Context: an optimization exercise on an open-source flow, tuned for small area. The choices shown serve that exercise and are no tape-out recipe. At most, simulation tests tie the RTL to the original design; equivalence was not proved. Function not checked in runs 1 to 4: the RTL went through the layout flow alone. Power figures rest on the tool's default switching activity, not on a simulated workload.

[flow/design.v]
package dpMemPkg;
  localparam int addrBits = 4;
  localparam int dataBits = 16;
  localparam int memDepth = 16;
  localparam int cntBits = 8;
endpackage
`timescale 1ns/1ps
module apbMemPort (
  input  logic                             WEb,
  input  logic                             rstN,
  input  logic                             psel,
  input  logic                             penable,
  input  logic                             pwrite,
  input  logic [dpMemPkg::addrBits-1:0]    paddr,
  output logic                             setupSeen,    
  output logic                             wrNow,        
  output logic                             wrAccess,     
  output logic                             addrStable,
  output logic                             rdWait,       
  output logic                             rdBad,        
  output logic [dpMemPkg::addrBits-1:0]    setupAddr     
);
  logic                          inAccess;
  assign inAccess   = psel && penable && setupSeen;
  assign addrStable = (paddr == setupAddr);
  assign wrAccess   = inAccess && pwrite;
  assign wrNow      = wrAccess && addrStable;
  always_ff @(posedge WEb or negedge rstN)
  begin
    if (!rstN)
    begin
      rdWait <= 1'b0;
    end
    else
    begin
      rdWait <= inAccess && !pwrite;
    end
  end
  always_ff @(posedge WEb)
  begin
    setupSeen <= psel && !penable;
    setupAddr <= paddr;
    rdBad     <= !addrStable;
  end
endmodule
`timescale 1ns/1ps
module memCore (
  input  logic                          WEb,
  input  logic                          rstN,
  input  logic [dpMemPkg::addrBits-1:0] paddrA,
  input  logic [dpMemPkg::dataBits-1:0] pwdataA,
  input  logic                          pwriteA,
  input  logic                          setupSeenA,
  input  logic                          wrNowA,
  input  logic                          rdWaitA,
  input  logic                          rdBadA,
  input  logic [dpMemPkg::addrBits-1:0] paddrB,
  input  logic [dpMemPkg::dataBits-1:0] pwdataB,
  input  logic                          setupSeenB,
  input  logic                          wrNowB,
  input  logic                          rdWaitB,
  input  logic                          rdBadB,
  input  logic [dpMemPkg::addrBits-1:0] setupAddrB,
  output logic                          collision,
  output logic [dpMemPkg::dataBits-1:0] rdDataA,
  output logic                          rdErrA,
  output logic [dpMemPkg::dataBits-1:0] rdDataB,
  output logic                          rdErrB,
  output logic [dpMemPkg::cntBits-1:0]  collisionCount
);
  logic [dpMemPkg::dataBits-1:0] mem [dpMemPkg::memDepth];
  logic [dpMemPkg::memDepth-1:0] poison;
  logic [dpMemPkg::memDepth-1:0] wrSel;
  logic [dpMemPkg::memDepth-1:0] rdSel;
  logic                          clearing;
  logic                          bothWrite;
  logic                          heldValid;
  logic                          wrAny;
  logic [dpMemPkg::addrBits-1:0] wrAddr;
  logic [dpMemPkg::dataBits-1:0] wrData;
  logic                          liveA;
  logic                          liveB;
  logic                          selA;
  logic [dpMemPkg::addrBits-1:0] rdAddr;
  logic [dpMemPkg::dataBits-1:0] rdWord;
  logic                          rdPoison;
  logic [dpMemPkg::dataBits-1:0] capData;
  logic                          capPoison;
  logic                          capForA;
  logic                          capForB;
  logic                          useCapA;
  logic                          useCapB;
  logic                          counterFull;
  assign bothWrite = wrNowA && wrNowB;
  assign collision = bothWrite && (paddrA == paddrB);
  always_ff @(posedge WEb or negedge rstN)
  begin
    if (!rstN)
    begin
      clearing <= 1'b1;
    end
    else
    begin
      clearing <= 1'b0;
    end
  end
  always_comb
  begin
    if (heldValid)
    begin
      wrAddr = setupAddrB;
      wrData = capData;
    end
    else if (wrNowA)
    begin
      wrAddr = paddrA;
      wrData = pwdataA;
    end
    else
    begin
      wrAddr = paddrB;
      wrData = pwdataB;
    end
  end
  assign wrAny = heldValid || wrNowA || wrNowB;
  always_ff @(posedge WEb)
  begin
    heldValid <= bothWrite && !collision;
  end
  always_comb
  begin
    for (int i = 0; i < dpMemPkg::memDepth; i++)
    begin
      wrSel[i] = clearing || (wrAny && (wrAddr == i));
    end
  end
  for (genvar i = 0; i < dpMemPkg::memDepth; i++)
  begin : gWord
    always_ff @(posedge WEb)
    begin
      if (wrSel[i])
      begin
        mem[i]    <= clearing ? '0 : wrData;
        poison[i] <= !clearing && collision;
      end
    end
  end
  assign liveA = rdWaitA && !useCapA;
  assign liveB = rdWaitB && !useCapB;
  assign selA  = liveA || (!liveB && setupSeenA && !pwriteA);
  assign rdAddr = selA ? paddrA : paddrB;
  always_comb
  begin
    rdWord   = bothWrite ? pwdataB : '0;
    rdPoison = 1'b0;
    for (int i = 0; i < dpMemPkg::memDepth; i++)
    begin
      rdSel[i] = !bothWrite && (rdAddr == i);
      rdWord   = rdWord | (mem[i] & {dpMemPkg::dataBits{rdSel[i]}});
      rdPoison = rdPoison | (poison[i] & rdSel[i]);
    end
  end
  assign capForA = selA && !liveA;
  assign capForB = !selA && !liveB;
  always_ff @(posedge WEb)
  begin
    capData   <= rdWord;
    capPoison <= rdPoison;
    useCapA   <= capForA;
    useCapB   <= capForB;
  end
  assign rdErrA  = rdBadA || (useCapA ? capPoison : rdPoison);
  assign rdErrB  = rdBadB || (useCapB ? capPoison : rdPoison);
  assign rdDataA = rdErrA ? '0 : (useCapA ? capData : rdWord);
  assign rdDataB = rdErrB ? '0 : (useCapB ? capData : rdWord);
  assign counterFull = &collisionCount;
  always_ff @(posedge WEb or negedge rstN)
  begin
    if (!rstN)
    begin
      collisionCount <= '0;
    end
    else if (collision && !counterFull)
    begin
      collisionCount <= collisionCount + 1'b1;
    end
  end
endmodule
`timescale 1ns/1ps
module dualPortMem (
  input  logic                          WEb,
  input  logic                          rstN,
  input  logic                          pselA,
  input  logic                          penableA,
  input  logic                          pwriteA,
  input  logic [dpMemPkg::addrBits-1:0] paddrA,
  input  logic [dpMemPkg::dataBits-1:0] pwdataA,
  output logic [dpMemPkg::dataBits-1:0] prdataA,
  output logic                          preadyA,
  output logic                          pslverrA,
  input  logic                          pselB,
  input  logic                          penableB,
  input  logic                          pwriteB,
  input  logic [dpMemPkg::addrBits-1:0] paddrB,
  input  logic [dpMemPkg::dataBits-1:0] pwdataB,
  output logic [dpMemPkg::dataBits-1:0] prdataB,
  output logic                          preadyB,
  output logic                          pslverrB,
  output logic [dpMemPkg::cntBits-1:0]  collisionCount
);
  logic setupSeenA, wrNowA, wrAccessA, addrStableA, rdWaitA, rdBadA, rdErrA;
  logic setupSeenB, wrNowB, wrAccessB, addrStableB, rdWaitB, rdBadB, rdErrB;
  logic collision;
  logic [dpMemPkg::addrBits-1:0] setupAddrA, setupAddrB;
  apbMemPort portA (
    .WEb        (WEb),
    .rstN       (rstN),
    .psel       (pselA),
    .penable    (penableA),
    .pwrite     (pwriteA),
    .paddr      (paddrA),
    .setupSeen  (setupSeenA),
    .wrNow      (wrNowA),
    .wrAccess   (wrAccessA),
    .addrStable (addrStableA),
    .rdWait     (rdWaitA),
    .rdBad      (rdBadA),
    .setupAddr  (setupAddrA)
  );
  apbMemPort portB (
    .WEb        (WEb),
    .rstN       (rstN),
    .psel       (pselB),
    .penable    (penableB),
    .pwrite     (pwriteB),
    .paddr      (paddrB),
    .setupSeen  (setupSeenB),
    .wrNow      (wrNowB),
    .wrAccess   (wrAccessB),
    .addrStable (addrStableB),
    .rdWait     (rdWaitB),
    .rdBad      (rdBadB),
    .setupAddr  (setupAddrB)
  );
  memCore core (
    .WEb            (WEb),
    .rstN           (rstN),
    .paddrA         (paddrA),
    .pwdataA        (pwdataA),
    .pwriteA        (pwriteA),
    .setupSeenA     (setupSeenA),
    .wrNowA         (wrNowA),
    .rdWaitA        (rdWaitA),
    .rdBadA         (rdBadA),
    .paddrB         (paddrB),
    .pwdataB        (pwdataB),
    .setupSeenB     (setupSeenB),
    .wrNowB         (wrNowB),
    .rdWaitB        (rdWaitB),
    .rdBadB         (rdBadB),
    .setupAddrB     (setupAddrB),
    .collision      (collision),
    .rdDataA        (prdataA),
    .rdErrA         (rdErrA),
    .rdDataB        (prdataB),
    .rdErrB         (rdErrB),
    .collisionCount (collisionCount)
  );
  assign preadyA  = wrAccessA || rdWaitA;
  assign preadyB  = wrAccessB || rdWaitB;
  assign pslverrA = rdWaitA ? rdErrA : (!addrStableA || collision);
  assign pslverrB = rdWaitB ? rdErrB : (!addrStableB || collision);
endmodule
[flow/run.sh]
#!/bin/bash
# synth_recipe.tcl (not shown) runs the flow's synth.tcl, then flattens the netlist and writes it again
# the make line also repeats each setting of config.mk as NAME=value (left out here)
make -C /OpenROAD-flow-scripts/flow DESIGN_CONFIG=/design/flow/config.mk WORK_HOME=/design/flow/orfs CLKGATE_MAP_FILE= SYNTH_SCRIPT=/design/flow/synth_recipe.tcl finish
[flow/config.mk]
export PLATFORM = sky130hd
export DESIGN_NAME = dualPortMem
export DESIGN_NICKNAME = dualPortMem
export VERILOG_FILES = /design/flow/design.v
export SDC_FILE = /design/flow/constraint.sdc
export NUM_CORES = 4
export LEC_CHECK = 0
export CAP_MARGIN = 0
export CORE_MARGIN = 2
export CORE_UTILIZATION = 40
export CTS_BUF_LIST = sky130_fd_sc_hd__clkbuf_4
export GPL_TIMING_DRIVEN = 0
export SLEW_MARGIN = 0
[flow/constraint.sdc]
create_clock -name core_clock -period 5.0 [get_ports {WEb}]
set_input_delay 1.0000 -clock core_clock [delete_from_list [all_inputs] [get_ports {WEb}]]
set_output_delay 1.0000 -clock core_clock [all_outputs]
set_load 0.01 [all_outputs]
==> results of run 1 <==
-- worst max-delay path: stages --
cell           delay, ns
dlygate4sd2_1       0.24
nand2b_4            0.16
o22ai_4             0.20
buf_4               0.17
buf_6               0.08
mux2_4              0.37
a22oi_2             0.20
a21oi_1             0.09
or4_4               0.63
nor3_4              0.19
buf_12              0.16
buf_6               0.10
a22o_1              0.18
buf_2               0.15
-- per-layer routing --
| layer | share of wire [%] | global-route usage, % |
|---|---|---|
| met5 | 0 | 0 |
| met4 | 2.9 | 8.58 |
| met3 | 11 | 6.06 |
| met2 | 46 | 40.9 |
| met1 | 40 | 35.5 |
-- cell usage after synthesis, types with 11 or more instances --
master,count
a21oi_1,25
a22oi_1,92
o21ai_0,11
a22o_1,43
nand2_1,29
mux2i_1,28
nand4_1,16
nor2_1,60
nor3_1,17
clkbuf_1,26
dfxtp_1,32
a21o_1,15
edfxtp_1,272
a221oi_1,11
-- power by group through the flow --
stage | Combinational [mW] | Sequential [mW] | Clock (mW)
2_1_floorplan | 0.245 | 3.12 | 0
3_3_place_gp | 0.458 | 3.13 | 0
3_5_place_dp | 0.465 | 3.13 | 0
4_1_cts | 0.531 | 3.08 | 2.30
5_1_grt | 0.574 | 3.09 | 2.46
6_report | 0.550 | 3.08 | 2.28
-- worst paths after layout --
path                               startpoint                  to
hold reg to reg               portB.setupSeen        portB.rdWait
max in group asynchronous                rstN       core.clearing
setup / recovery                      pwriteA         prdataB[15]
min in group asynchronous                rstN        portB.rdWait
hold / removal                      paddrA[2]  portA.setupAddr[2]
setup reg to reg           portA.setupAddr[1]      core.poison[2]
-- cells by family (layout without fill, tap and decap cells) --
logic type | Yosys count | after routing | synth area share [%]
flops | 315 | 315 | 71.0
compound gates | 237 | 237 | 14.2
simple gates | 185 | 185 | 7.74
buf+inv | 51 | 351 | 2.15
mux | 37 | 37 | 2.98
xor+xnor | 19 | 19 | 1.77
fa+ha+maj | 1 | 1 | 0.0978
other cells | 1 | 2 | 0.0293
-- sequential cells by signal, summed over array words and instances, names as in the netlist --
signal / count
core.useCapA: 1
core.clearing: 1
core.collisionCount: 8
portA.rdWait: 1
core.useCapB: 1
core.poison: 16
portA.setupAddr: 4
portB.setupAddr: 4
core.capPoison: 1
portB.rdWait: 1
portB.setupSeen: 1
core.mem: 256
core.capData: 16
portB.rdBad: 1
portA.setupSeen: 1
core.heldValid: 1
portA.rdBad: 1
-- through the flow --
step	cells	hold WS, ns	utilization [%]	TNS [ns]
after global placement	1339	0.451	45.0	-173.70
after detailed placement	1344	0.448	45.3	-173.79
after global routing	1549	0.392	51.4	-0.205
final	1549	0.425	51.4	0
after CTS	1541	0.460	51.1	0
after floorplan	846	0.429	-	0
-- area by class of cell --
| class | count | share of cell area, % |
|---|---|---|
| inverter | 2 | 0.0463 |
| antenna | 1 | 0.0154 |
| multi-input combinational | 480 | 23.8 |
| tap | 402 | 3.10 |
| clock inverter | 23 | 0.849 |
| timing repair buffer | 155 | 8.03 |
| buffer | 45 | 2.36 |
| sequential | 315 | 56.0 |
| clock buffer | 126 | 5.83 |
-- repair_timing --
item                                    CTS  global route
endpoints found under the setup margin   34            34
pin swaps                                30            17
setup buffers                            49             9
resized for setup                       266            24
cloned                                    2             0
==> flow_summary.yaml, run 1 <==
outcome:
  status: "timing/DRC/antenna clean"
clock_network:
  clock_latency_ns: 0.72
  root_buffer: "clkbuf_4"
  clkSlewWorstSetupHoldPaths_ns: 0.06
  clockBufferDepth: 3
  holdBufCountCts: 0
  cts_buffers: 82
  cts_tree: "yes"
  cts.sinks: 315
  h-tree-depth: 3
routing:
  drt_iter0_drc: 1185
  via_per_inst: 5.94
  dr.pass1.iters: 5
  routedWlPerCell_um: 27.8
  wl_mm: 43.1
  detail-route-antenna-nets: 0
  drcViolationCount: 0
  vias: 9197
yosys:
  ys_types: 60
  ys_seq_elements: 315
  syn_nets: 895
  synth_edf_count: 272
  synthDominantCellAreaShare_pct: 63.9
  syn_area_per_cell_um2: 15.1
  synth_area_um2: 12800
  ys_top_cells_by_area: "edfxtp_1 (64%), a22oi_1 (5.4%), dfxtp_1 (5.0%)"
  yosysTopAreaCell: "edfxtp_1"
  synth_top_flop_cell: "edfxtp_1"
  yosysSeqAreaShare_pct: 71.0
  synthArstFlopShare_pct: 3.49
  ys_warn_count: 3
  syn_inst: 846
power:
  power.share.switching_pct: 25.0
  intPower_mw: 4.43
  peakVddDrop_mv: 0.130
  cellLeakagePower_nw: 6.05
  p_sw_mw: 1.48
  finalPower_mw: 5.91
  p_comb_share_pct: 9.3
  share_seq_of_total_power_pct: 52.1
  power_density_nw_per_um2: 364
  power_frac_clock_pct: 38.5
final_layout:
  most-common-layout-cells: "edfxtp_1 (272), clkbuf_4 (132), a22oi_1 (89), nor2_1 (60), buf_4 (53)"
  nets: 1130
  ff_latch_area_um2: 9080
  final_area_um2: 16200
  multi_input_area_um2: 3850
  fillers: 2667
  layout-drive-gt1-share_pct: 29.0
  final_common_cell: "edfxtp_1"
  area_delta_synth_final_pct: 26.8
setup_path:
  worstRegToRegCells: 9
  criticalPathCategory: "in2out"
  endpoint_kind: "primary output"
  crit_arrival_ns: 3.95
  startpoint_type: "primary input"
  critPathRequiredTime_ns: 4.00
  r2r_slack_ns: 0.71
  crit_fanout: 7
global_route:
  grt.total_usage_pct: 25.8
  grt_max_degree: 18
  grt-ovfl-total: 0
  grt_first_pass_wirelength_mm: 61.5
  first_global_vias: 8850
  antenna_found_initial: 1
placed_design:
  pre_cts_slack_ns: -1.79
  place_area_um2: 14300
  dp_hpwl_mm: 25.3
  place.gp.congestion: 0.818
  portBuffers: 91
die:
  die_area_um2: 33400
  die_y_um: 183
  die_w_um: 183
  ioPinCount: 92
  rows: 65
  core-area_um2: 31600
  start_util_pct: 40.5
sta:
  worst_pin_slew_ns: 1.39
  clock_skew_ns: 0.0725
  finalCritPeriodShare_pct: 99.0
  setup_viol: 0
  worst_slack_ns: 0.0492
  slew_violations: 0
  slew_headroom_pct: 7.51
  fin_crit_ns: 4.95
  fmax_mhz: 202
  hold_violations: 0
flow_run:
  maxCapViolations: 0
worst_hold_path:
  min_path_type: "in2reg"
  worstHoldPathCells: 1
==> inputs of run 2 (changes only) <==
==> flow/config.mk (replaced) <==
export PLATFORM = sky130hd
export DESIGN_NAME = dualPortMem
export DESIGN_NICKNAME = dualPortMem
export VERILOG_FILES = /design/flow/design.v
export SDC_FILE = /design/flow/constraint.sdc
export NUM_CORES = 4
export LEC_CHECK = 0
export CAP_MARGIN = 20
export CORE_MARGIN = 2
export CORE_UTILIZATION = 40
export GPL_TIMING_DRIVEN = 0
export SLEW_MARGIN = 20
==> run 2 against run 1 <==
Still clean on timing, DRC and antenna. Worst hold slack improved by 0.050 ns. Synthesized cell count did not move. Non-clock buffer count rose by 6.
==> flow_summary.yaml, run 2 <==
final_layout:
  area_delta_synth_final_pct: 26.6
  top_regs: "core.mem: 256 flops, core.capData: 16 flops, core.poison: 16 flops"
  nets: 1085
  largest_reg_flops: 256
  most-common-layout-cells: "edfxtp_1 (272), a22oi_1 (88), buf_4 (60), nor2_1 (59), clkdlybuf4s50_1 (46)"
  antenna_cells: 0
  finalNonFillerCells: 1462
  fillers: 2649
  top_register: "core.mem"
  final_common_cell: "edfxtp_1"
  layout-drive-gt1-share_pct: 24.6
worst_hold_path:
  worstHoldStart: "portB.setupSeen"
  worstHoldPathCells: 2
  hold_end: "portB.rdWait"
  min_path_type: "reg2reg"
yosys:
  ys_warn_count: 3
  yosysTopAreaCell: "edfxtp_1"
  synth_commonest_cells: "edfxtp_1 (272), a22oi_1 (92), nor2_1 (60), a22o_1 (43), dfxtp_1 (32)"
  synthArstFlopShare_pct: 3.49
  syn_nets: 895
  synth_top_flop_cell: "edfxtp_1"
  synth_most_common_cell: "edfxtp_1"
  syn_area_per_cell_um2: 15.1
  syn_inst: 846
  ys_top_cells_by_area: "edfxtp_1 (64%), a22oi_1 (5.4%), dfxtp_1 (5.0%)"
  synthDominantCellAreaShare_pct: 63.9
  synth_area_um2: 12800
  synth_edf_count: 272
  ys_types: 60
  yosysSeqAreaShare_pct: 71.0
  ys_seq_elements: 315
sta:
  timing.hold.ws_ns: 0.475
  setup_viol: 0
  slew_violations: 0
  worst_pin_slew_ns: 1.24
  rsz0062_at_grt: "yes"
  slew_headroom_pct: 17.4
  clock_skew_ns: 0.00829
  setup_tns_ns: 0
  fin_crit_ns: 4.93
  hold_violations: 0
  fmax_mhz: 203
  finalCritPeriodShare_pct: 98.5
placed_design:
  dp_hpwl_mm: 25.6
  post-place-cells: 1346
  place.gp.congestion: 0.818
  portBuffers: 91
die:
  ioPinCount: 92
  core-area_um2: 31600
  die_w_um: 183
  die_area_um2: 33400
  start_util_pct: 40.5
  die_y_um: 183
  rows: 65
routing:
  via_per_inst: 6.20
  vias: 9065
  detail-route-antenna-nets: 0
  routedWlPerCell_um: 29.4
  drt_iter0_drc: 1257
  wl_mm: 43.0
  dr.pass1.iters: 5
  drcViolationCount: 0
clock_network:
  clkSlewWorstSetupHoldPaths_ns: 0.06
  clock_latency_ns: 0.58
  cts_tree: "yes"
  clockBufferDepth: 3
  holdBufCountCts: 0
  cts.sinks: 315
  h-tree-depth: 1
  cts_buffers: 31
  root_buffer: "clkbuf_16"
setup_path:
  crit_fanout: 5
  critPathRequiredTime_ns: 4.00
  rr_endpoint: "core.mem[1][9]"
  worstReg2RegStart: "portA.setupAddr[1]"
  crit_arrival_ns: 3.93
  startpoint_type: "primary input"
  criticalPathCategory: "in2out"
  worstRegToRegCells: 9
  r2r_slack_ns: 0.70
  endpoint_kind: "primary output"
global_route:
  antenna_found_initial: 0
  grt-ovfl-total: 0
  grt_max_degree: 18
  grt.total_usage_pct: 25.3
  grt_first_pass_wirelength_mm: 60.6
  first_global_vias: 8513
power:
  power_density_nw_per_um2: 357
  peakVddDrop_mv: 0.297
  cellLeakagePower_nw: 5.91
flow_run:
  maxCapViolations: 0
outcome:
  status: "timing/DRC/antenna clean"
[run 2: what timing repair did]
action	CTS	global route
pin swaps	26	20
setup buffers	50	11
gates cloned	2	1
endpoints found under the setup margin	34	61
gates resized for setup	255	51
[run 2: per-layer routing]
| layer | routed length, µm | GRT usage [%] | part of all wire (%) |
|---|---|---|---|
| met4 | 1580 | 8.00 | 3.7 |
| met1 | 17300 | 35.6 | 40 |
| met2 | 19600 | 39.9 | 46 |
| met3 | 4440 | 4.83 | 10 |
| met5 | 0 | 0 | 0 |
[run 2: final cells by class]
| class | instances | area [µm²] | area share, % |
|---|---|---|---|
| clock buffer | 42 | 827 | 5.11 |
| timing repair buffer | 162 | 1410 | 8.71 |
| clock inverter | 15 | 83.8 | 0.518 |
| multi-input combinational | 480 | 3890 | 24.0 |
| buffer | 44 | 385 | 2.38 |
| tap | 402 | 503 | 3.11 |
| sequential | 315 | 9080 | 56.1 |
| inverter | 2 | 7.51 | 0.0464 |
[run 2: cell families (layout without fill, tap and decap cells)]
group | after synthesis | after routing | share of synthesized area [%]
AND/OR/NAND/NOR | 185 | 185 | 7.74
AO/OA/AOI/OAI | 237 | 237 | 14.2
multiplexers | 37 | 37 | 2.98
XOR/XNOR | 19 | 19 | 1.77
buffers and inverters | 51 | 265 | 2.15
other | 1 | 1 | 0.0293
adder cells (fa/ha/maj) | 1 | 1 | 0.0978
flip-flops | 315 | 315 | 71.0
[run 2: worst max-delay path by stage]
| stage | startpoint | end | slack, ns |
|---|---|---|---|
| floorplan | paddrA[1] | prdataB[10] | 0.59 |
| global placement | pwriteA | prdataB[2] | -2.17 |
| detailed placement | pwriteA | prdataB[7] | -1.57 |
| CTS | paddrB[1] | prdataB[1] | 0.007 |
| global route | penableA | core.mem[3][10] | -0.05 |
| finish | paddrA[1] | prdataB[7] | 0.07 |
[run 2: power breakdown]
group	total [mW]	internal (mW)	switching, mW	leakage (nW)
clock	2.15	1.16	0.993	0.445
combinational	0.557	0.204	0.353	2.21
sequential	3.08	3.02	0.0576	3.25
total	5.79	4.39	1.40	5.91
[run 2: metrics by stage]
| step | total power [mW] | worst slack, ns | utilization [%] | area, µm² |
|---|---|---|---|---|
| after floorplan | 3.36 | 0.591 | - | 12800 |
| after global placement | 3.58 | -2.17 | 45.0 | 14200 |
| after detailed placement | 3.60 | -1.57 | 45.5 | 14300 |
| after CTS | 5.77 | 0.00655 | 50.8 | 16000 |
| after global routing | 5.93 | -0.0466 | 51.3 | 16200 |
| final | 5.79 | 0.0731 | 51.3 | 16200 |
[run 2: critical path: stages]
cell             delay, ns
clkdlybuf4s15_2       0.24
xnor2_4               0.21
nand4_4               0.15
or4_4                 0.65
buf_12                0.20
nand2_8               0.06
a21oi_2               0.04
or4_4                 0.57
nor3_4                0.19
buf_12                0.17
buf_12                0.15
a22o_1                0.14
buf_2                 0.14
==> inputs of run 3 (changes only) <==
--- a/flow/design.v
+++ b/flow/design.v
@@ -13,6 +13,7 @@
   input  logic                             pwrite,
   input  logic [dpMemPkg::addrBits-1:0]    paddr,
   output logic                             setupSeen,    
+  output logic                             rdSetupSeen,  
   output logic                             wrNow,        
   output logic                             wrAccess,     
   output logic                             addrStable,
@@ -38,7 +39,8 @@
   end
   always_ff @(posedge WEb)
   begin
-    setupSeen <= psel && !penable;
+    setupSeen   <= psel && !penable;
+    rdSetupSeen <= psel && !penable && !pwrite;
     setupAddr <= paddr;
     rdBad     <= !addrStable;
   end
@@ -49,14 +51,13 @@
   input  logic                          rstN,
   input  logic [dpMemPkg::addrBits-1:0] paddrA,
   input  logic [dpMemPkg::dataBits-1:0] pwdataA,
-  input  logic                          pwriteA,
-  input  logic                          setupSeenA,
+  input  logic                          rdSetupSeenA,
+  input  logic [dpMemPkg::addrBits-1:0] setupAddrA,
   input  logic                          wrNowA,
   input  logic                          rdWaitA,
   input  logic                          rdBadA,
   input  logic [dpMemPkg::addrBits-1:0] paddrB,
   input  logic [dpMemPkg::dataBits-1:0] pwdataB,
-  input  logic                          setupSeenB,
   input  logic                          wrNowB,
   input  logic                          rdWaitB,
   input  logic                          rdBadB,
@@ -147,8 +148,8 @@
   end
   assign liveA = rdWaitA && !useCapA;
   assign liveB = rdWaitB && !useCapB;
-  assign selA  = liveA || (!liveB && setupSeenA && !pwriteA);
-  assign rdAddr = selA ? paddrA : paddrB;
+  assign selA  = liveA || (!liveB && rdSetupSeenA);
+  assign rdAddr = selA ? setupAddrA : setupAddrB;
   always_comb
   begin
     rdWord   = bothWrite ? pwdataB : '0;
@@ -211,6 +212,7 @@
   logic setupSeenA, wrNowA, wrAccessA, addrStableA, rdWaitA, rdBadA, rdErrA;
   logic setupSeenB, wrNowB, wrAccessB, addrStableB, rdWaitB, rdBadB, rdErrB;
   logic collision;
+  logic rdSetupSeenA, rdSetupSeenB;
   logic [dpMemPkg::addrBits-1:0] setupAddrA, setupAddrB;
   apbMemPort portA (
     .WEb        (WEb),
@@ -220,6 +222,7 @@
     .pwrite     (pwriteA),
     .paddr      (paddrA),
     .setupSeen  (setupSeenA),
+    .rdSetupSeen(rdSetupSeenA),
     .wrNow      (wrNowA),
     .wrAccess   (wrAccessA),
     .addrStable (addrStableA),
@@ -235,6 +238,7 @@
     .pwrite     (pwriteB),
     .paddr      (paddrB),
     .setupSeen  (setupSeenB),
+    .rdSetupSeen(rdSetupSeenB),
     .wrNow      (wrNowB),
     .wrAccess   (wrAccessB),
     .addrStable (addrStableB),
@@ -247,14 +251,13 @@
     .rstN           (rstN),
     .paddrA         (paddrA),
     .pwdataA        (pwdataA),
-    .pwriteA        (pwriteA),
-    .setupSeenA     (setupSeenA),
+    .rdSetupSeenA   (rdSetupSeenA),
+    .setupAddrA     (setupAddrA),
     .wrNowA         (wrNowA),
     .rdWaitA        (rdWaitA),
     .rdBadA         (rdBadA),
     .paddrB         (paddrB),
     .pwdataB        (pwdataB),
-    .setupSeenB     (setupSeenB),
     .wrNowB         (wrNowB),
     .rdWaitB        (rdWaitB),
     .rdBadB         (rdBadB),
--- a/flow/config.mk
+++ b/flow/config.mk
@@ -8,5 +8,7 @@
 export CAP_MARGIN = 20
 export CORE_MARGIN = 2
 export CORE_UTILIZATION = 40
+export CTS_CLUSTER_DIAMETER = 120
+export CTS_CLUSTER_SIZE = 30
 export GPL_TIMING_DRIVEN = 0
 export SLEW_MARGIN = 20
==> run 3 against run 2 <==
The layout now fails its checks (setup timing). Utilization fell by 2.0 points. Flip-flop and latch count rose by 1. Combinational power rose by 19%. Design area rose by 4.9%. Synthesized area rose by 9.3%. Setup slack got worse by 0.11 ns. Total power fell by 11%. Die area rose by 9.1%. Sequential power barely moved. Final cell count rose by 16%. Critical path type is now reg2out. Largest cell class unchanged.
==> flow_summary.yaml, run 3 <==
sta:
  slew_headroom_pct: 21.8
  worst_slack_ns: -0.0326
  clock_skew_ns: 0.0209
  worst_pin_slew_ns: 1.17
  fmax_mhz: 199
  finalCritPeriodShare_pct: 101
  setup_viol: 1
  slew_violations: 0
  hold_violations: 0
  fin_crit_ns: 5.03
  rsz0062_at_grt: "yes"
routing:
  detail-route-antenna-nets: 0
  dr.pass1.iters: 6
  drt_iter0_drc: 1338
  wl_mm: 47.1
  drcViolationCount: 0
  vias: 10600
  via_per_inst: 6.25
  routedWlPerCell_um: 27.8
global_route:
  first_global_vias: 10100
  grt_first_pass_wirelength_mm: 68.3
  antenna_found_initial: 0
  grt_max_degree: 32
  grt.total_usage_pct: 25.6
  grt-ovfl-total: 0
clock_network:
  clockBufferDepth: 3
  clkSlewWorstSetupHoldPaths_ns: 0.11
  cts.sinks: 316
  cts_tree: "yes"
  h-tree-depth: 1
  root_buffer: "clkbuf_16"
  clock_latency_ns: 0.52
  cts_buffers: 14
setup_path:
  startpoint_type: "flop"
  criticalPathCategory: "reg2out"
  critPathTopFamily: "buffers and inverters"
  endpoint_kind: "primary output"
  critical_path_buf_inv_count: 4
  crit_chain: "nor2b_1 > a21oi_4 > buf_8 > mux2_2 > clkbuf_2 > clkbuf_1 > nand4_1 > o2111ai_2 > nor4_4 > a211oi_1 > clkdlybuf4s50_1"
  crit_arrival_ns: 4.03
  cp_slowest_cell: "clkdlybuf4s50_1"
  crit_fanout: 10
  critPathRequiredTime_ns: 4.00
  max_stage_delay_ns: 0.52
power:
  finalPower_mw: 5.15
  peakVddDrop_mv: 0.190
  power_density_nw_per_um2: 303
  cellLeakagePower_nw: 6.40
die:
  rows: 68
  start_util_pct: 40.6
  die_w_um: 191
  die_area_um2: 36500
  die_y_um: 191
  core-area_um2: 34500
  ioPinCount: 92
yosys:
  synth_area_um2: 14000
  ys_seq_elements: 316
  syn_area_per_cell_um2: 12.8
  syn_inst: 1096
  synthDominantCellAreaShare_pct: 58.4
  ys_warn_count: 3
  synth_edf_count: 272
  syn_nets: 1145
  ys_types: 55
  synth_commonest_cells: "edfxtp_1 (272), nand4_1 (155), nor2_1 (75), clkbuf_1 (64), inv_1 (55)"
  synth_most_common_cell: "edfxtp_1"
  ys_top_cells_by_area: "edfxtp_1 (58%), nand4_1 (6.9%), dfxtp_1 (4.7%)"
  yosysSeqAreaShare_pct: 65.1
  synth_top_flop_cell: "edfxtp_1"
  synthArstFlopShare_pct: 3.48
  yosysTopAreaCell: "edfxtp_1"
final_layout:
  fin_util_pct: 49.3
  largest_reg_flops: 256
  most-common-layout-cells: "edfxtp_1 (272), nand4_1 (155), nor2_1 (61), inv_1 (54), clkdlybuf4s50_1 (52)"
  top_register: "core.mem"
  ff_latch_area_um2: 9110
  final_common_cell: "edfxtp_1"
  fillers: 3024
  nets: 1282
  top_regs: "core.mem: 256 flops, core.capData: 16 flops, core.poison: 16 flops"
  antenna_cells: 0
  area_delta_synth_final_pct: 21.5
  multi_input_area_um2: 4980
  layout-drive-gt1-share_pct: 16.9
  final_area_um2: 17000
placed_design:
  dp_hpwl_mm: 31.4
  place_area_um2: 15600
  place.gp.congestion: 0.863
  portBuffers: 91
outcome:
  violatedChecks: "setup timing"
  status: "complete, but fails checks"
worst_hold_path:
  min_path_type: "reg2reg"
flow_run:
  maxCapViolations: 0
[run 3: final cells by class]
cell class                 instances  area share [%]
buffer                            83            2.86
inverter                          56            1.24
multi-input combinational        639            29.3
clock buffer                      23            2.39
timing repair buffer             123            7.15
clock inverter                     1          0.0957
tap                              455            3.35
sequential                       316            53.6
[run 3: tightest hold or removal path: cells and delay by family (launching register included)]
kind	cells	cell delay, ns
simple gates	2	0.11
flops	1	0.33
[run 3: cell families (layout without fill, tap and decap cells)]
logic type | count (synthesis) | count (layout) | share of synthesized area, %
simple gates | 416 | 416 | 16.9
flops | 316 | 316 | 65.1
compound gates | 163 | 163 | 9.81
buf+inv | 141 | 286 | 4.04
mux | 39 | 39 | 2.86
xor+xnor | 19 | 19 | 1.19
fa+ha+maj | 1 | 1 | 0.0895
other cells | 1 | 1 | 0.0268
[run 3: through the flow]
stage / cells / hold slack [ns] / TNS (ns) / setup WS, ns
after floorplan: 1096 / 0.429 / 0 / 1.05
after global placement: 1642 / 0.449 / -110.94 / -1.24
after detailed placement: 1645 / 0.454 / -40.55 / -1.18
after CTS: 1689 / 0.468 / -0.000313 / -0.000313
after global routing: 1696 / 0.487 / -0.0817 / -0.0817
final: 1696 / 0.463 / -0.0326 / -0.0326
[run 3: path summary, 6_finish.rpt]
kind,start,to,slack [ns],depth (start not counted)
min,portB.setupSeen,portB.rdWait,0.46,2
max,portA.rdWait,prdataA[4],-0.03,11
min in group asynchronous,rstN,core.collisionCount[0],0.79,1
min reg2reg,portB.setupSeen,portB.rdWait,0.46,2
max in group asynchronous,rstN,core.clearing,3.86,1
max reg2reg,portA.setupAddr[0],core.mem[8][4],0.77,10
[run 3: power by group]
group	total [mW]	leakage, nW	switching, mW	internal (mW)
sequential	3.08	3.26	0.0548	3.03
clock	1.41	0.202	0.835	0.578
combinational	0.662	2.94	0.437	0.226
total	5.15	6.40	1.33	3.83
[run 3: per-layer routing]
metal / vias up / global-route usage [%] / wire length [µm]
met2: 641 / 41.9 / 22300
li1: 4547 / - / -
met3: 112 / 4.87 / 4920
met4: 0 / 7.99 / 1400
met5: - / 0 / 0
met1: 5293 / 34.6 / 18600
[run 3: what timing repair did]
item,CTS,global route
buffers inserted,21,6
gates resized for setup,170,35
hold buffers,0,0
pin swaps,19,4
cloned,1,0
endpoints found under the setup margin,34,21
==> inputs of run 4 (changes only) <==
==> flow/flow/run.sh (new file) <==
#!/bin/bash
# Own layout flow: the standard ORFS flow (standard.sh) with
#  - synthesis: the standard flow's synthesis script, with abc's combinational mapping script set to an
#    area-oriented one (flow/area.abc); flip-flops are mapped by dfflibmap before abc, unchanged
#  - port buffers: every input and output still gets a buffer, of the smallest size
#  - clock tree: larger sink clusters and no dummy loads
# The make output goes to flow_make.log here; each ORFS step keeps its own log in orfs/logs/.
set -euo pipefail
cd "$(dirname "$0")/.."
FLOWDIR=$PWD/flow
export OWN_ABC=$FLOWDIR/area.abc
bash standard.sh \
  "SYNTH_SCRIPT=$FLOWDIR/synth.tcl" \
  "BUFFER_PORTS_ARGS=-buffer_cell sky130_fd_sc_hd__buf_1" \
  "CTS_ARGS=-sink_clustering_enable -repair_clock_nets -dont_use_dummy_load -sink_clustering_size 30 -sink_clustering_max_diameter 120" \
  finish > flow_make.log 2>&1
==> flow/flow/area.abc (new file) <==
strash
dc2
dch -f
amap
topo
==> flow/flow/synth.tcl (new file) <==
# The standard synthesis script, with only the combinational mapping script of abc swapped
# for an area-oriented one; the flip-flops are mapped before abc runs and are left as they are
set ::own_abc_script $::env(OWN_ABC)
proc abc {args} {
  set i [lsearch -exact $args -script]
  if { $i >= 0 } {
    lset args [expr { $i + 1 }] $::own_abc_script
  }
  yosys abc {*}$args
}
proc synth {args} { yosys synth -nofsm -noshare {*}$args }
source $::env(SCRIPTS_DIR)/synth.tcl
# left out here: clear keep_hierarchy, flatten, clean up, hide names made inside functions, write 1_2_yosys.v
==> flow/standard.sh (new file) <==
#!/bin/bash
# synth_recipe.tcl (not shown) runs the flow's synth.tcl, then flattens the netlist and writes it again
# the make line also repeats each setting of config.mk as NAME=value (left out here)
make -C /OpenROAD-flow-scripts/flow DESIGN_CONFIG=/design/flow/config.mk WORK_HOME=/design/flow/orfs CLKGATE_MAP_FILE= SYNTH_SCRIPT=/design/flow/synth_recipe.tcl "${@:-finish}"
--- a/flow/config.mk
+++ b/flow/config.mk
@@ -8,7 +8,5 @@
 export CAP_MARGIN = 20
 export CORE_MARGIN = 2
 export CORE_UTILIZATION = 40
-export CTS_CLUSTER_DIAMETER = 120
-export CTS_CLUSTER_SIZE = 30
 export GPL_TIMING_DRIVEN = 0
 export SLEW_MARGIN = 20
removed: flow/run.sh
==> run 4 against run 3 <==
Still fails the layout checks on setup timing. Worst hold slack got worse by 0.056 ns. Utilization rose by 2.0 points. Count of clock-buffer cells in the layout fell by 9. Critical path type is now in2out. Clock skew rose by 0.024 ns. Global-route usage fell by 0.57 points. Non-clock buffer count fell by 31. Clock power fell by 9.9%. Sequential share of layout area rose by 6.8 points.
==> flow_summary.yaml, run 4 <==
sta:
  slew_headroom_pct: 31.7
  fmax_mhz: 186
  fin_crit_ns: 5.39
  finalCritPeriodShare_pct: 108
  setup_viol: 34
  worst_slack_ns: -0.390
  hold_violations: 0
  slew_violations: 0
  worst_pin_slew_ns: 1.02
  rsz0062_at_grt: "yes"
  timing.hold.ws_ns: 0.407
  clock_skew_ns: 0.0452
final_layout:
  final_common_cell: "edfxtp_1"
  largest_reg_flops: 256
  top_regs: "core.mem: 256 flops, core.capData: 16 flops, core.poison: 16 flops"
  nets: 967
  most-common-layout-cells: "edfxtp_1 (272), a222oi_1 (66), nand2_1 (55), buf_1 (49), buf_4 (40)"
  area_delta_synth_final_pct: 27.2
  layout-drive-gt1-share_pct: 25.4
  top_register: "core.mem"
  fin_util_pct: 51.3
  final_area_um2: 15100
placed_design:
  portBuffers: 91
  place.gp.congestion: 0.808
  dp_hpwl_mm: 24.1
  place_area_um2: 13900
yosys:
  ys_seq_elements: 316
  syn_nets: 774
  yosysTopAreaCell: "edfxtp_1"
  synth_area_um2: 11900
  synth_edf_count: 272
  syn_area_per_cell_um2: 16.4
  synth_most_common_cell: "edfxtp_1"
  synthDominantCellAreaShare_pct: 68.9
  synth_commonest_cells: "edfxtp_1 (272), a222oi_1 (66), nand2_1 (56), clkinv_1 (36), o21ai_0 (34)"
  synth_top_flop_cell: "edfxtp_1"
  ys_warn_count: 3
  synthArstFlopShare_pct: 3.48
  ys_types: 38
  ys_top_cells_by_area: "edfxtp_1 (69%), a222oi_1 (5.6%), dfxtp_1 (5.6%)"
  yosysSeqAreaShare_pct: 76.8
  syn_inst: 725
global_route:
  grt_max_degree: 33
  grt-ovfl-total: 0
  grt_first_pass_wirelength_mm: 55.5
  grt.total_usage_pct: 25.1
  antenna_found_initial: 1
  first_global_vias: 7863
setup_path:
  rr_endpoint: "core.mem[13][10]"
  crit_arrival_ns: 4.39
  startpoint_type: "primary input"
  max_stage_delay_ns: 0.57
  worstRegToRegCells: 12
  crit_path_end: "prdataA[9]"
  crit_fanout: 10
  endpoint_kind: "primary output"
  cp-startpoint: "paddrA[2]"
  crit_chain: "buf_6 > clkinv_4 > o22ai_2 > or4_4 > nor2_4 > nand2_4 > buf_6 > nand3_4 > buf_4 > nor3_4 > buf_8 > a221oi_1 > nand4_1 > buf_6 > a221oi_4 > buf_12 > buf_8 > o221a_1 > buf_2"
  worstReg2RegStart: "portA.setupAddr[2]"
  timing.critical_path.mode_cell: "buf_6"
  critPathRequiredTime_ns: 4.00
  r2r_slack_ns: 0.39
  criticalPathCategory: "in2out"
  cp_slowest_cell: "or4_4"
outcome:
  status: "complete, but fails checks"
  violatedChecks: "setup timing"
clock_network:
  root_buffer: "clkbuf_16"
  cts_buffers: 14
  clockBufferDepth: 3
  cts_tree: "yes"
  h-tree-depth: 1
  clkSlewWorstSetupHoldPaths_ns: 0.12
  clock_latency_ns: 0.51
  holdBufCountCts: 0
  cts.sinks: 316
routing:
  dr.pass1.iters: 6
  routedWlPerCell_um: 30.0
  wl_mm: 39.2
  via_per_inst: 6.44
  drt_iter0_drc: 1117
  detail-route-antenna-nets: 0
  vias: 8416
  drcViolationCount: 0
die:
  ioPinCount: 92
  die_area_um2: 31000
  die_w_um: 176
  rows: 63
  core-area_um2: 29400
  die_y_um: 176
  start_util_pct: 40.3
power:
  peakVddDrop_mv: 0.176
  finalPower_mw: 4.84
  cellLeakagePower_nw: 5.39
  power_density_nw_per_um2: 321
worst_hold_path:
  min_path_type: "reg2reg"
flow_run:
  maxCapViolations: 0
run 4: cell count changes in the layout (fill, tap and decap cells not counted), sizes merged, moves of 49 or more:
cell,before,now
clkdlybuf4s50,52,0
nor2,76,13
a222oi,3,66
clkbuf,83,14
buf,55,175
inv,57,3
nor2b,51,2
nand4,155,17
run 4: logic make-up (layout without fill, tap and decap cells):
logic type / after synthesis / count (layout) / share of synthesized area, %
AO/OA/AOI/OAI: 229 / 230 / 16.0
adder cells (fa/ha/maj): 1 / 1 / 0.105
buffers and inverters: 36 / 225 / 1.14
flip-flops: 316 / 316 / 76.8
other: 1 / 2 / 0.0316
AND/OR/NAND/NOR: 142 / 143 / 5.96
run 4: routing by layer:
metal	GRT usage, %	vias up	routed length [µm]
met4	8.57	0	1340
met2	42.4	444	19500
met5	0	-	0
met1	33.1	4358	15000
met3	3.96	82	3310
li1	-	3532	-
run 4: power by group:
group          switching [mW]  total [mW]  internal, mW
clock                   0.763        1.27         0.509
combinational           0.353       0.548         0.194
sequential             0.0483        3.02          2.98
total                    1.16        4.84          3.68
run 4: area by class of cell:
| cell class | count | area, µm² |
|---|---|---|
| sequential | 316 | 9110 |
| clock buffer | 14 | 350 |
| fill | 2340 | 14300 |
| timing repair buffer | 175 | 1580 |
| tap | 390 | 488 |
| inverter | 36 | 186 |
| multi-input combinational | 375 | 3370 |
| antenna | 1 | 2.50 |
run 4: repair_timing:
action	CTS	global route
resized for setup	91	27
pin swaps	27	12
cloned	3	0
setup endpoints to repair	321	108
setup buffers	43	7
run 4: worst min-delay path by stage:
| stage | startpoint | end | slack (ns) | depth (start not counted) |
|---|---|---|---|---|
| final | portA.setupSeen | portA.rdWait | 0.41 | 2 |
| after global placement | portA.setupSeen | portA.rdWait | 0.43 | 2 |
| after global routing | portA.setupSeen | portA.rdWait | 0.43 | 2 |
| after floorplan | portA.setupSeen | portA.rdWait | 0.42 | 2 |
| after CTS | portA.setupSeen | portA.rdWait | 0.41 | 2 |
| after detailed placement | portA.setupSeen | portA.rdWait | 0.44 | 2 |
run 4: stage by stage:
step	worst slack [ns]	TNS [ns]	std cells
2_1_floorplan	-0.125	-4.07	725
3_3_place_gp	-3.67	-932.03	1206
3_5_place_dp	-2.30	-348.95	1242
4_1_cts	-0.330	-8.44	1299
5_1_grt	-0.483	-13.98	1306
6_report	-0.390	-9.97	1307
run 4: critical path, delay by kind of cell:
| family | cells | cell delay (ns) |
|---|---|---|
| and+or+nand+nor | 6 | 1.20 |
| buffers and inverters | 9 | 1.26 |
| AOI/OAI and AO/OA | 4 | 0.90 |
==> inputs of run 5 (changes only) <==
--- a/flow/design.v
+++ b/flow/design.v
@@ -13,7 +13,8 @@
   input  logic                             pwrite,
   input  logic [dpMemPkg::addrBits-1:0]    paddr,
   output logic                             setupSeen,    
-  output logic                             rdSetupSeen,  
+  output logic                             rdSetupNow,   
+  output logic                             rdAccessNow,  
   output logic                             wrNow,        
   output logic                             wrAccess,     
   output logic                             addrStable,
@@ -26,6 +27,8 @@
   assign addrStable = (paddr == setupAddr);
   assign wrAccess   = inAccess && pwrite;
   assign wrNow      = wrAccess && addrStable;
+  assign rdSetupNow  = psel && !penable && !pwrite;
+  assign rdAccessNow = inAccess && !pwrite;
   always_ff @(posedge WEb or negedge rstN)
   begin
     if (!rstN)
@@ -34,13 +37,12 @@
     end
     else
     begin
-      rdWait <= inAccess && !pwrite;
+      rdWait <= rdAccessNow;
     end
   end
   always_ff @(posedge WEb)
   begin
-    setupSeen   <= psel && !penable;
-    rdSetupSeen <= psel && !penable && !pwrite;
+    setupSeen <= psel && !penable;
     setupAddr <= paddr;
     rdBad     <= !addrStable;
   end
@@ -51,7 +53,9 @@
   input  logic                          rstN,
   input  logic [dpMemPkg::addrBits-1:0] paddrA,
   input  logic [dpMemPkg::dataBits-1:0] pwdataA,
-  input  logic                          rdSetupSeenA,
+  input  logic                          rdSetupNowA,
+  input  logic                          rdAccessNowA,
+  input  logic                          rdAccessNowB,
   input  logic [dpMemPkg::addrBits-1:0] setupAddrA,
   input  logic                          wrNowA,
   input  logic                          rdWaitA,
@@ -82,6 +86,7 @@
   logic                          liveA;
   logic                          liveB;
   logic                          selA;
+  logic                          selANext;
   logic [dpMemPkg::addrBits-1:0] rdAddr;
   logic [dpMemPkg::dataBits-1:0] rdWord;
   logic                          rdPoison;
@@ -141,22 +146,23 @@
     begin
       if (wrSel[i])
       begin
-        mem[i]    <= clearing ? '0 : wrData;
+        mem[i]    <= (clearing || collision) ? '0 : wrData;
         poison[i] <= !clearing && collision;
       end
     end
   end
   assign liveA = rdWaitA && !useCapA;
   assign liveB = rdWaitB && !useCapB;
-  assign selA  = liveA || (!liveB && rdSetupSeenA);
+  assign selANext = (rdAccessNowA && !capForA) ||
+                    (!(rdAccessNowB && !capForB) && rdSetupNowA);
   assign rdAddr = selA ? setupAddrA : setupAddrB;
   always_comb
   begin
-    rdWord   = bothWrite ? pwdataB : '0;
+    rdWord   = '0;
     rdPoison = 1'b0;
     for (int i = 0; i < dpMemPkg::memDepth; i++)
     begin
-      rdSel[i] = !bothWrite && (rdAddr == i);
+      rdSel[i] = (rdAddr == i);
       rdWord   = rdWord | (mem[i] & {dpMemPkg::dataBits{rdSel[i]}});
       rdPoison = rdPoison | (poison[i] & rdSel[i]);
     end
@@ -165,15 +171,16 @@
   assign capForB = !selA && !liveB;
   always_ff @(posedge WEb)
   begin
-    capData   <= rdWord;
+    capData   <= bothWrite ? pwdataB : rdWord;
     capPoison <= rdPoison;
     useCapA   <= capForA;
     useCapB   <= capForB;
+    selA      <= selANext;
   end
   assign rdErrA  = rdBadA || (useCapA ? capPoison : rdPoison);
   assign rdErrB  = rdBadB || (useCapB ? capPoison : rdPoison);
-  assign rdDataA = rdErrA ? '0 : (useCapA ? capData : rdWord);
-  assign rdDataB = rdErrB ? '0 : (useCapB ? capData : rdWord);
+  assign rdDataA = rdBadA ? '0 : (useCapA ? capData : rdWord);
+  assign rdDataB = rdBadB ? '0 : (useCapB ? capData : rdWord);
   assign counterFull = &collisionCount;
   always_ff @(posedge WEb or negedge rstN)
   begin
@@ -212,7 +219,7 @@
   logic setupSeenA, wrNowA, wrAccessA, addrStableA, rdWaitA, rdBadA, rdErrA;
   logic setupSeenB, wrNowB, wrAccessB, addrStableB, rdWaitB, rdBadB, rdErrB;
   logic collision;
-  logic rdSetupSeenA, rdSetupSeenB;
+  logic rdSetupNowA, rdAccessNowA, rdSetupNowB, rdAccessNowB;
   logic [dpMemPkg::addrBits-1:0] setupAddrA, setupAddrB;
   apbMemPort portA (
     .WEb        (WEb),
@@ -222,7 +229,8 @@
     .pwrite     (pwriteA),
     .paddr      (paddrA),
     .setupSeen  (setupSeenA),
-    .rdSetupSeen(rdSetupSeenA),
+    .rdSetupNow (rdSetupNowA),
+    .rdAccessNow(rdAccessNowA),
     .wrNow      (wrNowA),
     .wrAccess   (wrAccessA),
     .addrStable (addrStableA),
@@ -238,7 +246,8 @@
     .pwrite     (pwriteB),
     .paddr      (paddrB),
     .setupSeen  (setupSeenB),
-    .rdSetupSeen(rdSetupSeenB),
+    .rdSetupNow (rdSetupNowB),
+    .rdAccessNow(rdAccessNowB),
     .wrNow      (wrNowB),
     .wrAccess   (wrAccessB),
     .addrStable (addrStableB),
@@ -251,7 +260,9 @@
     .rstN           (rstN),
     .paddrA         (paddrA),
     .pwdataA        (pwdataA),
-    .rdSetupSeenA   (rdSetupSeenA),
+    .rdSetupNowA    (rdSetupNowA),
+    .rdAccessNowA   (rdAccessNowA),
+    .rdAccessNowB   (rdAccessNowB),
     .setupAddrA     (setupAddrA),
     .wrNowA         (wrNowA),
     .rdWaitA        (rdWaitA),
--- a/flow/flow/run.sh
+++ b/flow/flow/run.sh
@@ -12,5 +12,5 @@
 bash standard.sh \
   "SYNTH_SCRIPT=$FLOWDIR/synth.tcl" \
   "BUFFER_PORTS_ARGS=-buffer_cell sky130_fd_sc_hd__buf_1" \
-  "CTS_ARGS=-sink_clustering_enable -repair_clock_nets -dont_use_dummy_load -sink_clustering_size 30 -sink_clustering_max_diameter 120" \
+  "CTS_ARGS=-sink_clustering_enable -repair_clock_nets -dont_use_dummy_load -sink_clustering_size 24 -sink_clustering_max_diameter 100" \
   finish > flow_make.log 2>&1
--- a/flow/config.mk
+++ b/flow/config.mk
@@ -9,4 +9,5 @@
 export CORE_MARGIN = 2
 export CORE_UTILIZATION = 40
 export GPL_TIMING_DRIVEN = 0
+export SETUP_SLACK_MARGIN = 0.1
 export SLEW_MARGIN = 20
==> run 5 against run 4 <==
The run now finishes clean. Critical path type is now reg2out. Maximum frequency rose by 12%. Routed wire length fell by 2.8%. Utilization fell by 1.3 points. Global-route usage fell by 1.1 points. Sequential power rose by 5%. Synthesized cell count rose by 5.8%. Die area rose by 1.1%. Synthesized area rose by 1.1%.
==> flow_summary.yaml, run 5 <==
final_layout:
  fillers: 2447
  top_regs: "core.mem: 256 flops, core.capData: 16 flops, core.poison: 16 flops"
  finalNonFillerCells: 1369
  antenna_cells: 0
  final_area_um2: 14800
  final_common_cell: "edfxtp_1"
  nets: 1030
  largest_reg_flops: 256
  top_register: "core.mem"
  area_delta_synth_final_pct: 23.3
  layout-drive-gt1-share_pct: 19.2
  most-common-layout-cells: "edfxtp_1 (272), buf_1 (91), nand2_1 (65), buf_4 (50), a222oi_1 (47)"
setup_path:
  crit_path_end: "pslverrB"
  timing.critical_path.mode_cell: "clkinv_2"
  crit_chain: "clkinv_2 > o22ai_4 > clkinv_2 > nor4_2 > buf_4 > buf_2 > a222oi_1 > nand3_1 > nand3b_1 > a2111oi_0 > a31oi_1 > buf_1"
  endpoint_kind: "primary output"
  critPathTopFamily: "buffers and inverters"
  critPathRequiredTime_ns: 4.00
  max_stage_delay_ns: 0.55
  rr_endpoint: "core.mem[7][7]"
  cp.depth: 12
  critical_path_buf_inv_count: 5
  cp_slowest_cell: "nor4_2"
  worstRegToRegCells: 13
  startpoint_type: "flop"
  crit_arrival_ns: 3.81
  worstReg2RegStart: "portA.setupAddr[3]"
  r2r_slack_ns: 0.56
  crit_fanout: 8
  cp-startpoint: "core.selA"
  criticalPathCategory: "reg2out"
placed_design:
  post-place-cells: 1331
  portBuffers: 91
  place.gp.congestion: 0.772
  dp_hpwl_mm: 25.4
  place_area_um2: 14000
  pre_cts_slack_ns: -1.24
clock_network:
  clkSlewWorstSetupHoldPaths_ns: 0.09
  cts_buffers: 17
  cts.sinks: 316
  h-tree-depth: 1
  cts_tree: "yes"
  clockBufferDepth: 3
  clock_latency_ns: 0.51
  root_buffer: "clkbuf_16"
yosys:
  syn_nets: 816
  yosysTopAreaCell: "edfxtp_1"
  synth_commonest_cells: "edfxtp_1 (272), nand2_1 (67), a222oi_1 (47), clkinv_1 (43), o21ai_0 (34)"
  syn_inst: 767
  yosysSeqAreaShare_pct: 75.9
  syn_area_per_cell_um2: 15.6
  ys_seq_elements: 316
  synth_top_flop_cell: "edfxtp_1"
  ys_warn_count: 3
  synth_edf_count: 272
  ys_types: 35
  synthDominantCellAreaShare_pct: 68.1
  synthArstFlopShare_pct: 3.48
  synth_area_um2: 12000
  ys_top_cells_by_area: "edfxtp_1 (68%), dfxtp_1 (5.5%), a222oi_1 (3.9%)"
  synth_most_common_cell: "edfxtp_1"
sta:
  worst_pin_slew_ns: 1.05
  slew_headroom_pct: 29.5
  rsz0062_at_grt: "no"
  hold_violations: 0
  finalCritPeriodShare_pct: 96.1
  timing.hold.ws_ns: 0.483
  worst_slack_ns: 0.193
  slew_violations: 0
  setup_viol: 0
  fin_crit_ns: 4.81
  clock_skew_ns: 0.0512
  fmax_mhz: 208
power:
  power_frac_clock_pct: 26.9
  share_seq_of_total_power_pct: 61.9
  intPower_mw: 3.91
  power.share.switching_pct: 23.9
  power_density_nw_per_um2: 348
  p_sw_mw: 1.23
  p_comb_share_pct: 11.2
  peakVddDrop_mv: 0.193
  cellLeakagePower_nw: 4.97
die:
  die_area_um2: 31400
  die_w_um: 177
  die_y_um: 177
  start_util_pct: 40.6
  rows: 63
  ioPinCount: 92
  core-area_um2: 29600
global_route:
  grt.total_usage_pct: 24.0
  antenna_found_initial: 0
  first_global_vias: 8162
  grt_max_degree: 36
  grt_first_pass_wirelength_mm: 54.4
  grt-ovfl-total: 0
routing:
  wl_mm: 38.1
  drt_iter0_drc: 1229
  vias: 8671
  drcViolationCount: 0
  detail-route-antenna-nets: 0
  dr.pass1.iters: 7
  via_per_inst: 6.33
  routedWlPerCell_um: 27.8
flow_run:
  maxCapViolations: 0
worst_hold_path:
  min_path_type: "reg2reg"
outcome:
  status: "timing/DRC/antenna clean"
-- run 5: cell types whose count changed after synthesis, moves of 18 or more --
cell and change:
a222oi_1 -19, a22o_1 +19, nor2_1 +19, nor4_1 +18
-- run 5: cells by family (layout without fill, tap and decap cells) --
group | count (synthesis) | count (layout) | synth area share (%)
simple gates | 162 | 162 | 6.33
xor+xnor | 2 | 2 | 0.146
other cells | 1 | 1 | 0.0313
fa+ha+maj | 1 | 1 | 0.104
flops | 316 | 316 | 75.9
compound gates | 242 | 242 | 16.2
buf+inv | 43 | 255 | 1.35
-- run 5: layout make-up --
type	count	area, µm²	area share [%]
Inverter	43	174	1.18
Sequential cell	316	9110	61.6
Tap cell	390	488	3.30
Clock buffer	17	425	2.88
Multi-Input combinational cell	408	3310	22.4
Timing Repair Buffer	195	1280	8.67
-- run 5: worst register-to-register path, stage by stage (launching register included) --
cell and delay [ns]:
dfxtp_1 0.34, clkinv_1 0.09, o22ai_1 0.09, nor4_1 0.44, clkinv_1 0.23, nor3_4 0.28
buf_4 0.21, buf_4 0.17, a22oi_1 0.08, o22ai_1 0.52, clkinv_1 0.39, or3_1 0.58
o21ai_4 0.48, buf_8 0.23
-- run 5: what timing repair did --
item,in CTS,in global routing
setup buffers,9,12
pin swaps,4,6
hold buffers,0,0
endpoints found under the hold margin,0,0
gates resized for setup,27,6
endpoints found under the setup margin,583,118
-- run 5: power by group through the flow --
stage	clock (mW)	combinational [mW]	sequential (mW)
floorplan	0	0.256	3.21
global placement	0	0.427	3.24
detailed placement	0	0.518	3.24
CTS	1.40	0.545	3.18
global route	1.49	0.610	3.20
finish	1.38	0.576	3.18
-- run 5: metal layers --
metal | wire length [µm] | global-route usage (%) | part of all wire [%]
met3 | 3070 | 2.86 | 8.1
met2 | 18800 | 40.8 | 49
met4 | 1490 | 9.33 | 3.9
met5 | 0 | 0 | 0
met1 | 14700 | 31.4 | 39
-- run 5: how the worst min path moves through the flow --
stage	start	slack, ns	to	depth (start not counted)
4_1_cts	portA.rdWait	0.49	core.useCapA	1
3_3_place_gp	portA.rdWait	0.47	core.useCapA	1
5_1_grt	portB.setupSeen	0.51	portB.rdWait	2
2_1_floorplan	portB.setupSeen	0.45	portB.rdWait	2
6_report	portB.setupSeen	0.48	portB.rdWait	2
3_5_place_dp	portA.rdWait	0.47	core.useCapA	1
-- run 5: through the flow --
stage          setup TNS [ns]  util (%)  power [mW]
5_1_grt                     0      50.0        5.30
6_report                    0      50.0        5.14
3_3_place_gp         -1863.35      43.5        3.67
2_1_floorplan           -8.38         -        3.47
3_5_place_dp          -488.96      47.2        3.76
4_1_cts                     0      49.4        5.12
==> inputs of run 6 (changes only) <==
--- a/flow/design.v
+++ b/flow/design.v
@@ -51,18 +51,18 @@
 module memCore (
   input  logic                          WEb,
   input  logic                          rstN,
-  input  logic [dpMemPkg::addrBits-1:0] paddrA,
   input  logic [dpMemPkg::dataBits-1:0] pwdataA,
   input  logic                          rdSetupNowA,
   input  logic                          rdAccessNowA,
   input  logic                          rdAccessNowB,
   input  logic [dpMemPkg::addrBits-1:0] setupAddrA,
   input  logic                          wrNowA,
+  input  logic                          wrAccessA,
   input  logic                          rdWaitA,
   input  logic                          rdBadA,
-  input  logic [dpMemPkg::addrBits-1:0] paddrB,
   input  logic [dpMemPkg::dataBits-1:0] pwdataB,
   input  logic                          wrNowB,
+  input  logic                          wrAccessB,
   input  logic                          rdWaitB,
   input  logic                          rdBadB,
   input  logic [dpMemPkg::addrBits-1:0] setupAddrB,
@@ -79,6 +79,8 @@
   logic [dpMemPkg::memDepth-1:0] rdSel;
   logic                          clearing;
   logic                          bothWrite;
+  logic                          bothAccess;
+  logic                          sameAddr;
   logic                          heldValid;
   logic                          wrAny;
   logic [dpMemPkg::addrBits-1:0] wrAddr;
@@ -97,8 +99,10 @@
   logic                          useCapA;
   logic                          useCapB;
   logic                          counterFull;
-  assign bothWrite = wrNowA && wrNowB;
-  assign collision = bothWrite && (paddrA == paddrB);
+  assign sameAddr   = (setupAddrA == setupAddrB);
+  assign bothWrite  = wrNowA && wrNowB;
+  assign bothAccess = wrAccessA && wrAccessB;
+  assign collision  = bothWrite && sameAddr;
   always_ff @(posedge WEb or negedge rstN)
   begin
     if (!rstN)
@@ -119,12 +123,12 @@
     end
     else if (wrNowA)
     begin
-      wrAddr = paddrA;
+      wrAddr = setupAddrA;
       wrData = pwdataA;
     end
     else
     begin
-      wrAddr = paddrB;
+      wrAddr = setupAddrB;
       wrData = pwdataB;
     end
   end
@@ -171,7 +175,7 @@
   assign capForB = !selA && !liveB;
   always_ff @(posedge WEb)
   begin
-    capData   <= bothWrite ? pwdataB : rdWord;
+    capData   <= bothAccess ? pwdataB : rdWord;
     capPoison <= rdPoison;
     useCapA   <= capForA;
     useCapB   <= capForB;
@@ -258,18 +262,18 @@
   memCore core (
     .WEb            (WEb),
     .rstN           (rstN),
-    .paddrA         (paddrA),
     .pwdataA        (pwdataA),
     .rdSetupNowA    (rdSetupNowA),
     .rdAccessNowA   (rdAccessNowA),
     .rdAccessNowB   (rdAccessNowB),
     .setupAddrA     (setupAddrA),
     .wrNowA         (wrNowA),
+    .wrAccessA      (wrAccessA),
     .rdWaitA        (rdWaitA),
     .rdBadA         (rdBadA),
-    .paddrB         (paddrB),
     .pwdataB        (pwdataB),
     .wrNowB         (wrNowB),
+    .wrAccessB      (wrAccessB),
     .rdWaitB        (rdWaitB),
     .rdBadB         (rdBadB),
     .setupAddrB     (setupAddrB),
==> flow/config.mk (replaced) <==
export PLATFORM = sky130hd
export DESIGN_NAME = dualPortMem
export DESIGN_NICKNAME = dualPortMem
export VERILOG_FILES = /design/flow/design.v
export SDC_FILE = /design/flow/constraint.sdc
export NUM_CORES = 4
export LEC_CHECK = 0
export CAP_MARGIN = 0
export CORE_MARGIN = 2
export CORE_UTILIZATION = 40
export GPL_TIMING_DRIVEN = 0
export SETUP_SLACK_MARGIN = 0.2
export SLEW_MARGIN = 0
==> run 6 against run 5 <==
Still clean. Utilization down 0.65 points. Combinational power down 2%. Maximum frequency rose by 0.86%. Synthesized cell count rose by 2.0%. Count of clock-buffer cells in the layout unchanged.
==> flow_summary.yaml, run 6 <==
clock_network:
  cts_buffers: 17
  clkSlewWorstSetupHoldPaths_ns: 0.09
  cts.sinks: 316
  cts_tree: "yes"
  clockBufferDepth: 3
  holdBufCountCts: 0
  clock_latency_ns: 0.51
  root_buffer: "clkbuf_16"
  h-tree-depth: 1
routing:
  detail-route-antenna-nets: 0
  vias: 8424
  via_per_inst: 6.24
  dr.pass1.iters: 6
  routedWlPerCell_um: 27.6
  drcViolationCount: 0
  drt_iter0_drc: 1225
  wl_mm: 37.2
sta:
  slew_violations: 0
  fin_crit_ns: 4.77
  clock_skew_ns: 0.0499
  rsz0062_at_grt: "yes"
  setup_viol: 0
  setup_tns_ns: 0
  worst_slack_ns: 0.234
  worst_pin_slew_ns: 1.23
  slew_headroom_pct: 17.3
  hold_violations: 0
  finalCritPeriodShare_pct: 95.3
  fmax_mhz: 210
setup_path:
  criticalPathCategory: "reg2out"
  endpoint_kind: "primary output"
  critPathRequiredTime_ns: 4.00
  startpoint_type: "flop"
  crit_fanout: 8
  crit_arrival_ns: 3.77
placed_design:
  place.gp.congestion: 0.765
  portBuffers: 91
  post-place-cells: 1308
  dp_hpwl_mm: 24.1
  pre_cts_slack_ns: -0.635
  place_area_um2: 13700
final_layout:
  final_area_um2: 14600
  top_register: "core.mem"
  area_delta_synth_final_pct: 22.2
  top_regs: "core.mem: 256 flops, core.capData: 16 flops, core.poison: 16 flops"
  most-common-layout-cells: "edfxtp_1 (272), nand2_1 (109), buf_1 (91), a222oi_1 (57), clkinv_1 (48)"
  finalNonFillerCells: 1351
  fin_util_pct: 49.4
  layout-drive-gt1-share_pct: 14.8
  nets: 1011
  largest_reg_flops: 256
  final_common_cell: "edfxtp_1"
yosys:
  syn_inst: 782
  syn_area_per_cell_um2: 15.3
  ys_types: 37
  ys_top_cells_by_area: "edfxtp_1 (68%), dfxtp_1 (5.5%), a222oi_1 (4.8%)"
  yosysTopAreaCell: "edfxtp_1"
  synthDominantCellAreaShare_pct: 68.4
  ys_warn_count: 3
  syn_nets: 831
  synth_edf_count: 272
  synthArstFlopShare_pct: 3.48
  yosysSeqAreaShare_pct: 76.2
  ys_seq_elements: 316
  synth_commonest_cells: "edfxtp_1 (272), nand2_1 (110), a222oi_1 (57), clkinv_1 (51), o21ai_0 (36)"
  synth_top_flop_cell: "edfxtp_1"
  synth_most_common_cell: "edfxtp_1"
  synth_area_um2: 11900
die:
  die_w_um: 177
  start_util_pct: 40.4
  die_y_um: 177
  core-area_um2: 29600
  die_area_um2: 31300
  rows: 63
  ioPinCount: 92
global_route:
  grt_first_pass_wirelength_mm: 52.9
  grt.total_usage_pct: 23.4
  first_global_vias: 8072
  grt-ovfl-total: 0
  grt_max_degree: 25
  antenna_found_initial: 1
worst_hold_path:
  min_path_type: "reg2reg"
outcome:
  status: "timing/DRC/antenna clean"
power:
  peakVddDrop_mv: 0.196
  cellLeakagePower_nw: 4.80
  power_density_nw_per_um2: 354
flow_run:
  maxCapViolations: 0
run 6: cell count changes after synthesis, sizes merged, moves of 8 or more:
cell    change
a22oi      -19
a221oi     +19
nor4       -15
o221a      -12
a31oi      +15
a222oi     +10
o22ai       -8
nor2       -13
a22o        -9
a311oi     -15
nor3       +16
clkinv      +8
nand2      +43
a21oi      -15
run 6: layer usage:
layer	up-vias	GRT usage, %	wire length (µm)
li1	3588	-	-
met1	4206	30.9	14200
met2	528	39.0	17900
met3	102	4.02	3620
met4	0	8.99	1540
met5	-	0	0
run 6: layout make-up:
class                           count  area (µm²)
Antenna cell                        1        2.50
Tap cell                          390         488
Timing Repair Buffer              161        1270
Fill cell                        2402       15000
Multi-Input combinational cell    415        3110
Clock buffer                       17         425
Inverter                           51         199
Sequential cell                   316        9110
run 6: cell families (layout without fill, tap and decap cells):
family                   after synthesis  in the layout  synth area share (%)
flip-flops                           316            316                  76.2
AO/OA/AOI/OAI                        218            218                  14.8
AND/OR/NAND/NOR                      193            193                  7.15
buffers and inverters                 51            229                  1.60
XOR/XNOR                               2              2                 0.147
adder cells (fa/ha/maj)                1              1                 0.105
other                                  1              2                0.0314
run 6: what timing repair did:
action	in CTS	in global routing
gates cloned	0	0
setup buffers	18	6
pin swaps	8	3
gates resized for setup	35	14
endpoints found under the setup margin	137	113
run 6: final timing paths:
path                                               end               start  slack, ns  depth (start not counted)
worst min register to register            portB.rdWait     portB.setupSeen       0.48                          2
worst min-delay path                      portB.rdWait     portB.setupSeen       0.48                          2
worst max register to register         core.mem[14][5]  portA.setupAddr[2]       0.47                         13
min in group asynchronous                 portA.rdWait                rstN       0.52                          1
max in group asynchronous       core.collisionCount[7]                rstN       4.03                          1
worst max-delay path                        prdataB[6]           core.selA       0.23                         11
run 6: power by group:
| part | internal, mW | switching, mW | total, mW | leakage (nW) |
|---|---|---|---|---|
| Clock | 0.611 | 0.795 | 1.41 | 0.209 |
| Sequential | 3.10 | 0.0883 | 3.19 | 3.04 |
| Combinational | 0.196 | 0.371 | 0.567 | 1.55 |
run 6: critical path: stages, from the launching register on:
cell and delay (ns):
dfxtp_2 0.49, clkinv_2 0.21, o22ai_4 0.32, clkinv_2 0.32
nor3_2 0.49, buf_6 0.23, buf_6 0.19, a22o_1 0.15
a2111oi_0 0.07, and4_1 0.25, a221oi_1 0.33, buf_1 0.19
run 6: stage by stage:
| step | hold WS (ns) | total power, mW |
|---|---|---|
| 2_1_floorplan | 0.446 | 3.47 |
| 3_3_place_gp | 0.479 | 3.66 |
| 3_5_place_dp | 0.474 | 3.73 |
| 4_1_cts | 0.487 | 5.13 |
| 5_1_grt | 0.522 | 5.31 |
| 6_report | 0.483 | 5.16 |

==> port drivers added, routing unchanged <==
The results above use ideal ports. As a check the final layouts listed here were re-extracted and re-timed, cells and wires unchanged. Step 1 sets driving cells, clkbuf_16 on the clock port and buf_2 on the other inputs (assumed; they add their load-dependent delay and slew). Step 2 adds t to the input delays and takes it off the output delays; t is the mean of the earliest and latest rising clock arrival at the registers after step 1. Input paths then give back, and output paths get back, about the clock's delay inside the block. Slacks: ideal / step 1 / step 2; pairs: ideal / step 1.
run | t (ns) | setup WS [ns] | worst register clock-pin slew, ns | pins driven straight from the clock port
run 1 | 0.735 | 0.049 / 0.024 / -0.191 | 0.07 / 0.07 | 1
run 2 | 0.625 | 0.073 / 0.043 / -0.391 | 0.07 / 0.07 | 1
run 3 | 0.564 | -0.033 / -0.082 / 0.022 | 0.12 / 0.12 | 1
run 4 | 0.542 | -0.390 / -0.421 / -0.421 | 0.12 / 0.12 | 1
run 5 | 0.534 | 0.193 / 0.142 / -0.242 | 0.10 / 0.10 | 1
run 6 | 0.537 | 0.234 / 0.185 / -0.066 | 0.11 / 0.11 | 1
Met with ideal ports but missed after step 2: setup timing in run 1, run 2, run 5 and run 6. The setup slack of run 2, which loses most, moves by -0.030 ns with the drivers and by -0.464 ns with both steps.
